This design comes from an exercise in tuning for small area and a short achievable clock period on the open sky130 flow, not from production work.
Where RTL was checked, it was by simulation tests only, not by an equivalence proof against the original.
Power and IR drop assume default switching activity.

==> job 4682 <==
// median_filter
module median_filter (
	input  logic        clk,
	input  logic        rst,
	input  logic        i_clken,
	input  logic        i_mode,
	input  logic [39:0] i_column,
	output logic [7:0]  o_median,
	output logic        o_valid
);
Settings: LEC_CHECK=0, CAP_MARGIN=20, CORE_MARGIN=2, CORE_UTILIZATION=55, CTS_CLUSTER_DIAMETER=100, CTS_CLUSTER_SIZE=30, SLEW_MARGIN=20, SYNTH_HIERARCHICAL=1, SYNTH_MINIMUM_KEEP_SIZE=0; clock period 22.0 ns.
standard.sh (not shown) runs the stock make flow with config.mk's settings and CLKGATE_MAP_FILE= SYNTH_SCRIPT=/design/flow/synth_recipe.tcl, a recipe that flattens the netlist after the stock synthesis.
==> flow/flow/run.sh <==
#!/bin/bash
# standard layout, with setup repair aiming well below the clock period
# and the smallest buffer on the ports
set -euo pipefail
bash standard.sh SETUP_SLACK_MARGIN=16.65 "BUFFER_PORTS_ARGS=-buffer_cell sky130_fd_sc_hd__buf_1" finish > standard_make.log 2>&1
==> job 6322 (differences from job 4682) <==
==> flow/flow/run.sh (replaced) <==
#!/bin/bash
# standard layout, with setup repair aiming well below the clock period
# and the smallest buffer on the ports
set -euo pipefail
bash standard.sh SETUP_SLACK_MARGIN=16.5 "BUFFER_PORTS_ARGS=-buffer_cell sky130_fd_sc_hd__buf_1" finish > standard_make.log 2>&1
- CORE_UTILIZATION: 55 -> 65
==> job 8422 (differences from job 4682) <==
==> flow/flow/run.sh (replaced) <==
#!/bin/bash
# standard layout, with setup repair aiming well below the clock period
# and the smallest buffer on the ports
set -euo pipefail
bash standard.sh SETUP_SLACK_MARGIN=16.5 "BUFFER_PORTS_ARGS=-buffer_cell sky130_fd_sc_hd__buf_1" finish > standard_make.log 2>&1
- CORE_UTILIZATION: 55 -> 40
==> job 3465 (differences from job 4682) <==
==> flow/flow/run.sh (replaced) <==
#!/bin/bash
# standard layout, with setup repair aiming well below the clock period
# and the smallest buffer on the ports
set -euo pipefail
bash standard.sh SETUP_SLACK_MARGIN=16.5 "BUFFER_PORTS_ARGS=-buffer_cell sky130_fd_sc_hd__buf_1" finish > standard_make.log 2>&1
- CORE_UTILIZATION: 55 -> 75
==> qor summary <==
item	job 6322	job 3465	job 4682	job 8422
Worst slew margin relative to its limit	49.49%	54.92%	50.59%	38.61%
Leakage power	9.731 nW	9.703 nW	9.764 nW	9.814 nW
Final GP Congestion	0.9345	0.9598	0.8744	0.8753
Smallest hold slack	416.3 ps	411.3 ps	420.1 ps	407.5 ps
Slew @ Worst Pin	757.6 ps	676.2 ps	741.1 ps	920.8 ps
Worst flop-to-flop path endpoint	res[0]	s3_q_q[3]	s2_q_q[4]	s3_q_q[2]
Post-route met1 wirelength	20,900 um	19,070 um	22,800 um	19,850 um
Width of the die	192.8 um	179.8 um	209.3 um	244.7 um
Worst supply voltage drop on vdd	0.1054 mV	0.1704 mV	0.1319 mV	0.09722 mV
Minimum setup slack in the final design	16,520 ps	16,520 ps	16,520 ps	16,480 ps
Most heavily used metal layer in global routing	met1	met2	met1	met2
Non-clock buffers, area share	1.863%	1.900%	2.010%	2.462%
Status	finished clean	finished clean	finished clean	finished clean
Startpoint of the worst hold path	h[59]	h[21]	h[4]	res[31]
Estimated wirelength of the detail-placed design	34,790 um	35,530 um	35,610 um	34,860 um
# placed instances	2,011	1,946	2,087	2,315
Non-CTS buffers	71	72	71	79
Overall power	3.328 mW	3.321 mW	3.342 mW	3.273 mW

==> run a: inputs <==
Another version of the RTL of median_filter (not shown whole).
clock: 22.0 ns
lec_check: 0
cap_margin: 20
core_margin: 2
core_utilization: 65
slew_margin: 20
synth_hierarchical: 1
synth_minimum_keep_size: 0
==> flow/flow/run.sh <==
#!/bin/bash
# standard layout, with setup repair aiming well below the clock period
set -euo pipefail
bash standard.sh SETUP_SLACK_MARGIN=16.5 finish > standard_make.log 2>&1
==> inputs of run b, as changes to run a <==
==> flow/flow/run.sh (replaced) <==
#!/bin/bash
# standard layout, with setup repair aiming well below the clock period
set -euo pipefail
bash standard.sh SETUP_SLACK_MARGIN=17 finish > standard_make.log 2>&1
Settings changed: CORE_UTILIZATION 65 to 40.
==> inputs of run c, as changes to run a <==
Settings changed: CORE_UTILIZATION 65 to 40, CTS_CLUSTER_DIAMETER set to 100, CTS_CLUSTER_SIZE set to 30.
==> inputs of run d, as changes to run a <==
--- a/flow/design.v
+++ b/flow/design.v
@@ -5,20 +5,40 @@
 	input  logic        i_clken,
 	input  logic        i_mode,
 	input  logic [39:0] i_column,
 	output logic [7:0]  o_median,
 	output logic        o_valid
 );
 	logic [7:0][39:0] h;
 	logic [1:0] mode_q;
+	logic step;
+	always_ff @(posedge clk or negedge rst) begin
+		if (!rst) begin
+			step <= 1'b0;
+		end else begin
+			step <= i_clken;
+		end
+	end
+	logic [39:0] h_new;
+	logic [7:1][39:0] h_old;
+	logic mode_new;
+	logic mode_old;
+	assign h = {h_old, h_new};
+	assign mode_q = {mode_old, mode_new};
 	always_ff @(posedge clk) begin
 		if (i_clken) begin
-			h <= {h[6:0], i_column};
-			mode_q <= {mode_q[0], i_mode};
+			h_new <= i_column;
+			mode_new <= i_mode;
+		end
+	end
+	always_ff @(posedge clk) begin
+		if (step) begin
+			h_old <= h[6:0];
+			mode_old <= mode_new;
 		end
 	end
 	logic [24:0] s1_alive;
 	logic [4:0] s1_q;
 	assign s1_alive[0] = mode_q[0];
 	assign s1_alive[1] = mode_q[0];
 	assign s1_alive[2] = mode_q[0];
 	assign s1_alive[3] = mode_q[0];
@@ -385,17 +405,17 @@
 			2'd2: s1_q_d = s1_e2[4:0];
 			2'd3: s1_q_d = s1_e3[4:0];
 			default: s1_q_d = s1_q;
 		endcase
 	end
 	logic [4:0] s1_q_q;
 	logic [7:6] s1_med_q;
 	always_ff @(posedge clk) begin
-		if (i_clken) begin
+		if (step) begin
 			s1_q_q <= s1_q_d;
 			s1_med_q <= s1_v;
 		end
 	end
 	logic [24:0] s2_alive;
 	logic [4:0] s2_q;
 	assign s2_alive[0] = mode_q[1] & (h[5][7:6] == s1_med_q[7:6]);
 	assign s2_alive[1] = mode_q[1] & (h[4][7:6] == s1_med_q[7:6]);
@@ -765,17 +785,17 @@
 			2'd3: s2_q_d = s2_e3[4:0];
 			default: s2_q_d = s2_q;
 		endcase
 	end
 	logic [4:0] s2_q_q;
 	logic [7:4] s2_med_q;
 	logic [24:0] s2_alive_q;
 	always_ff @(posedge clk) begin
-		if (i_clken) begin
+		if (step) begin
 			s2_q_q <= s2_q_d;
 			s2_med_q <= {s1_med_q, s2_v};
 			s2_alive_q <= s2_alive;
 		end
 	end
 	logic [24:0] s3_alive;
 	logic [4:0] s3_q;
 	assign s3_alive[0] = s2_alive_q[0] & (h[6][5:4] == s2_med_q[5:4]);
@@ -1146,17 +1166,17 @@
 			2'd3: s3_q_d = s3_e3[4:0];
 			default: s3_q_d = s3_q;
 		endcase
 	end
 	logic [4:0] s3_q_q;
 	logic [7:2] s3_med_q;
 	logic [24:0] s3_alive_q;
 	always_ff @(posedge clk) begin
-		if (i_clken) begin
+		if (step) begin
 			s3_q_q <= s3_q_d;
 			s3_med_q <= {s2_med_q, s3_v};
 			s3_alive_q <= s3_alive;
 		end
 	end
 	logic [24:0] s4_alive;
 	logic [4:0] s4_q;
 	assign s4_alive[0] = s3_alive_q[0] & (h[7][3:2] == s3_med_q[3:2]);
@@ -1514,34 +1534,34 @@
 	assign s4_e3 = {s4_c3_w54, s4_c3_w53, s4_c3_w51, s4_c3_w47, s4_c3_w39, s4_c3_w25};
 	logic [3:1] s4_t;
 	assign s4_t[1] = !s4_e1[5];
 	assign s4_t[2] = !s4_e2[5];
 	assign s4_t[3] = !s4_e3[5];
 	logic [1:0] s4_v;
 	assign s4_v[0] = (s4_t[1] & !s4_t[2]) | s4_t[3];
 	assign s4_v[1] = s4_t[2];
-	logic [5:0][7:0] res;
+	logic [6:0][7:0] res;
 	always_ff @(posedge clk) begin
-		if (i_clken) begin
-			res <= {res[4:0], {s3_med_q, s4_v}};
+		if (step) begin
+			res <= {res[5:0], {s3_med_q, s4_v}};
 		end
 	end
 	logic [3:0] fill;
 	always_ff @(posedge clk or negedge rst) begin
 		if (!rst) begin
 			fill <= 4'd0;
 			o_valid <= 1'b0;
 			o_median <= 8'd0;
 		end else if (i_clken) begin
 			if (fill != 4'd14) begin
 				fill <= fill + 4'd1;
 			end else begin
 				o_valid <= 1'b1;
-				o_median <= res[5];
+				o_median <= step ? res[5] : res[6];
 			end
 		end
 	end
 endmodule
 module median_fa (
 	input  logic a,
 	input  logic b,
 	input  logic c,
Settings changed: CORE_UTILIZATION 65 to 40.
==> qor summary <==
| metric | run c | run a | run d | run b |
|---|---|---|---|---|
| Number of library cell types mapped by synthesis | 38 | 38 | 35 | 38 |
| Total power per unit cell area | 130 nW/um^2 | 139 nW/um^2 | 140 nW/um^2 | 136 nW/um^2 |
| Logic gate share of total power | 53.1% | 48.2% | 49.4% | 51.1% |
| Normalized max-slew margin | 59.6% | 59.7% | 30.7% | 61.2% |
| Proportion of synthesized flip-flops having asynchronous set or reset | 3.02% | 3.02% | 3.19% | 3.02% |
| Non-filler instance count after layout | 2345 | 2097 | 2430 | 2422 |
| Total clock network power | 474 uW | 818 uW | 796 uW | 796 uW |
| HP Start | h[66]$_DFFE_PP_ | res[9]$_DFFE_PP_ | h_old[34]$_DFFE_PP_ | res[29]$_DFFE_PP_ |
| Count of multi-input combinational gates | 928 | 928 | 945 | 928 |
| Routed length on met2 | 23800 um | 22300 um | 25100 um | 26600 um |
| Post-synthesis sequential area ratio | 55.7% | 55.7% | 55.9% | 55.7% |
| Outcome | complete, no violations | complete, no violations | complete, no violations | complete, no violations |
| Count of inserted tapcells | 765 | 461 | 765 | 765 |
| Number of core rows | 88 | 69 | 88 | 88 |
Function was not checked in any run of this note: the RTL went through the layout flow alone.

==> 11-03: inputs <==
RTL: one of the versions met above, not the one the previous note started from.
## median_filter
module median_filter (
	input  logic        clk,
	input  logic        rst,
	input  logic        i_clken,
	input  logic        i_mode,
	input  logic [39:0] i_column,
	output logic [7:0]  o_median,
	output logic        o_valid
);
clock: 22.0 ns
lec_check: 0
cap_margin: 20
core_margin: 2
core_utilization: 40
cts_cluster_diameter: 100
cts_cluster_size: 30
slew_margin: 20
synth_hierarchical: 1
synth_minimum_keep_size: 0
==> flow/flow/run.sh <==
#!/bin/bash
# standard layout, with setup repair aiming well below the clock period
set -euo pipefail
bash standard.sh SETUP_SLACK_MARGIN=16.8 finish > standard_make.log 2>&1
==> 05-15: changes against 11-03 <==
==> flow/run.sh (new file) <==
#!/bin/bash
# synth_recipe.tcl (not shown) runs the flow's synth.tcl, then flattens the netlist and writes it again
# the make line also repeats each setting of config.mk as NAME=value (left out here)
make -C /OpenROAD-flow-scripts/flow DESIGN_CONFIG=/design/flow/config.mk WORK_HOME=/design/flow/orfs CLKGATE_MAP_FILE= SYNTH_SCRIPT=/design/flow/synth_recipe.tcl finish
Settings changed: CORE_UTILIZATION 40 to 55, SETUP_SLACK_MARGIN set to 5.
removed: flow/flow/run.sh
removed: flow/standard.sh
==> 06-20: changes against 11-03 <==
==> flow/flow/run.sh (replaced) <==
#!/bin/bash
# standard layout, with setup repair aiming well below the clock period
# and the smallest buffer on the ports
set -euo pipefail
bash standard.sh SETUP_SLACK_MARGIN=16.5 "BUFFER_PORTS_ARGS=-buffer_cell sky130_fd_sc_hd__buf_1" finish > standard_make.log 2>&1
Settings changed: CORE_UTILIZATION 40 to 55, PLACE_DENSITY set to 0.8.
==> notes <==
- 11-03 finished with timing, DRC and antenna clean. 05-15 finished with timing, DRC and antenna clean. 06-20 completed with no timing, DRC or antenna violations.
- In die area, 06-20 and 05-15 do not differ.
- Total power, highest first: 11-03, 05-15, 06-20.
- Against 06-20, the cell count of 11-03 is larger by about 11%.
- Non-clock buffer count: 05-15 < 06-20 < 11-03.
- In flip-flop and latch count, 06-20 and 11-03 do not differ.

==> trial 41 <==
median_filter again, from the RTL that the note above started with.
export LEC_CHECK = 0
export CAP_MARGIN = 20
export CORE_MARGIN = 2
export CORE_UTILIZATION = 40
export CTS_CLUSTER_DIAMETER = 100
export CTS_CLUSTER_SIZE = 30
export SLEW_MARGIN = 20
export SYNTH_HIERARCHICAL = 1
export SYNTH_MINIMUM_KEEP_SIZE = 0
create_clock -name core_clock -period 22.0 [get_ports {clk}]
==> flow/flow/run.sh <==
#!/bin/bash
# standard layout, with setup repair aiming well below the clock period
set -euo pipefail
bash standard.sh SETUP_SLACK_MARGIN=16.5 finish > standard_make.log 2>&1
==> trial 79: changes against trial 41 <==
==> flow/flow/run.sh (replaced) <==
#!/bin/bash
# standard layout, with setup repair aiming well below the clock period
# and the smallest buffer on the ports
set -euo pipefail
bash standard.sh SETUP_SLACK_MARGIN=16.5 "BUFFER_PORTS_ARGS=-buffer_cell sky130_fd_sc_hd__buf_1" finish > standard_make.log 2>&1
CORE_UTILIZATION = 55   (was 40)
==> trial 50: changes against trial 41 <==
==> flow/flow/run.sh (replaced) <==
#!/bin/bash
# standard layout, with setup repair aiming well below the clock period
set -euo pipefail
bash standard.sh SETUP_SLACK_MARGIN=16.0 finish > standard_make.log 2>&1
==> notes <==
- Trial 50 finished with timing, DRC and antenna clean. Trial 41 went through all stages and came out clean. Trial 79 finished with timing, DRC and antenna clean.
- In critical path depth, trial 50 and trial 41 do not differ.
- Wire length: trial 50 < trial 41 < trial 79.
- Setup slack, lowest first: trial 50, trial 41, trial 79.
- In synthesized cell count, trial 79 and trial 41 do not differ.

static timing again, ports no longer ideal:
How much do the figures lean on ideal ports? The routed layouts below were timed once more, with nothing changed but the port constraints. Step 1: set_driving_cell puts a clkbuf_16 on clk and a buf_2 on each other input, an assumption about the parent block. Step 2, shift: input delay + t, output delay - t, t = (earliest + latest rising clock arrival at the registers) / 2. This alone moves slack from input paths to output paths. a / b / c = no drivers / after step 1 / after step 2; a / b = the first two.
run	t, ns	slack for setup (ns)	worst setup path at the end	worst data-port slew with drivers (ns)
job 4682	0.603	16.523 / 16.469 / 16.134	input to register	0.04
job 6322	0.586	16.515 / 16.477 / 15.956	input to register	0.04
job 8422	0.605	16.480 / 16.425 / 15.966	input to register	0.04
job 3465	0.590	16.524 / 16.473 / 16.007	input to register	0.06
run a	0.633	16.502 / 16.446 / 15.903	input to register	0.13
run b	0.646	16.496 / 16.440 / 16.197	input to register	0.24
run c	0.625	16.501 / 16.444 / 15.972	input to register	0.21
run d	0.636	16.481 / 16.425 / 16.237	input to register	0.03
11-03	0.623	16.450 / 16.394 / 16.143	input to register	0.15
05-15	0.601	14.842 / 14.844 / 14.244	input to register	0.05
06-20	0.597	16.515 / 16.465 / 16.009	input to register	0.04
trial 41	0.623	16.449 / 16.393 / 15.978	input to register	0.06
trial 79	0.603	16.523 / 16.470 / 15.998	input to register	0.04
trial 50	0.624	16.061 / 16.004 / 15.663	input to register	0.06
After both steps every run listed still meets setup and hold. For run a, which loses most, drivers alone change the setup slack by -0.056 ns; drivers and shift together by -0.599 ns.
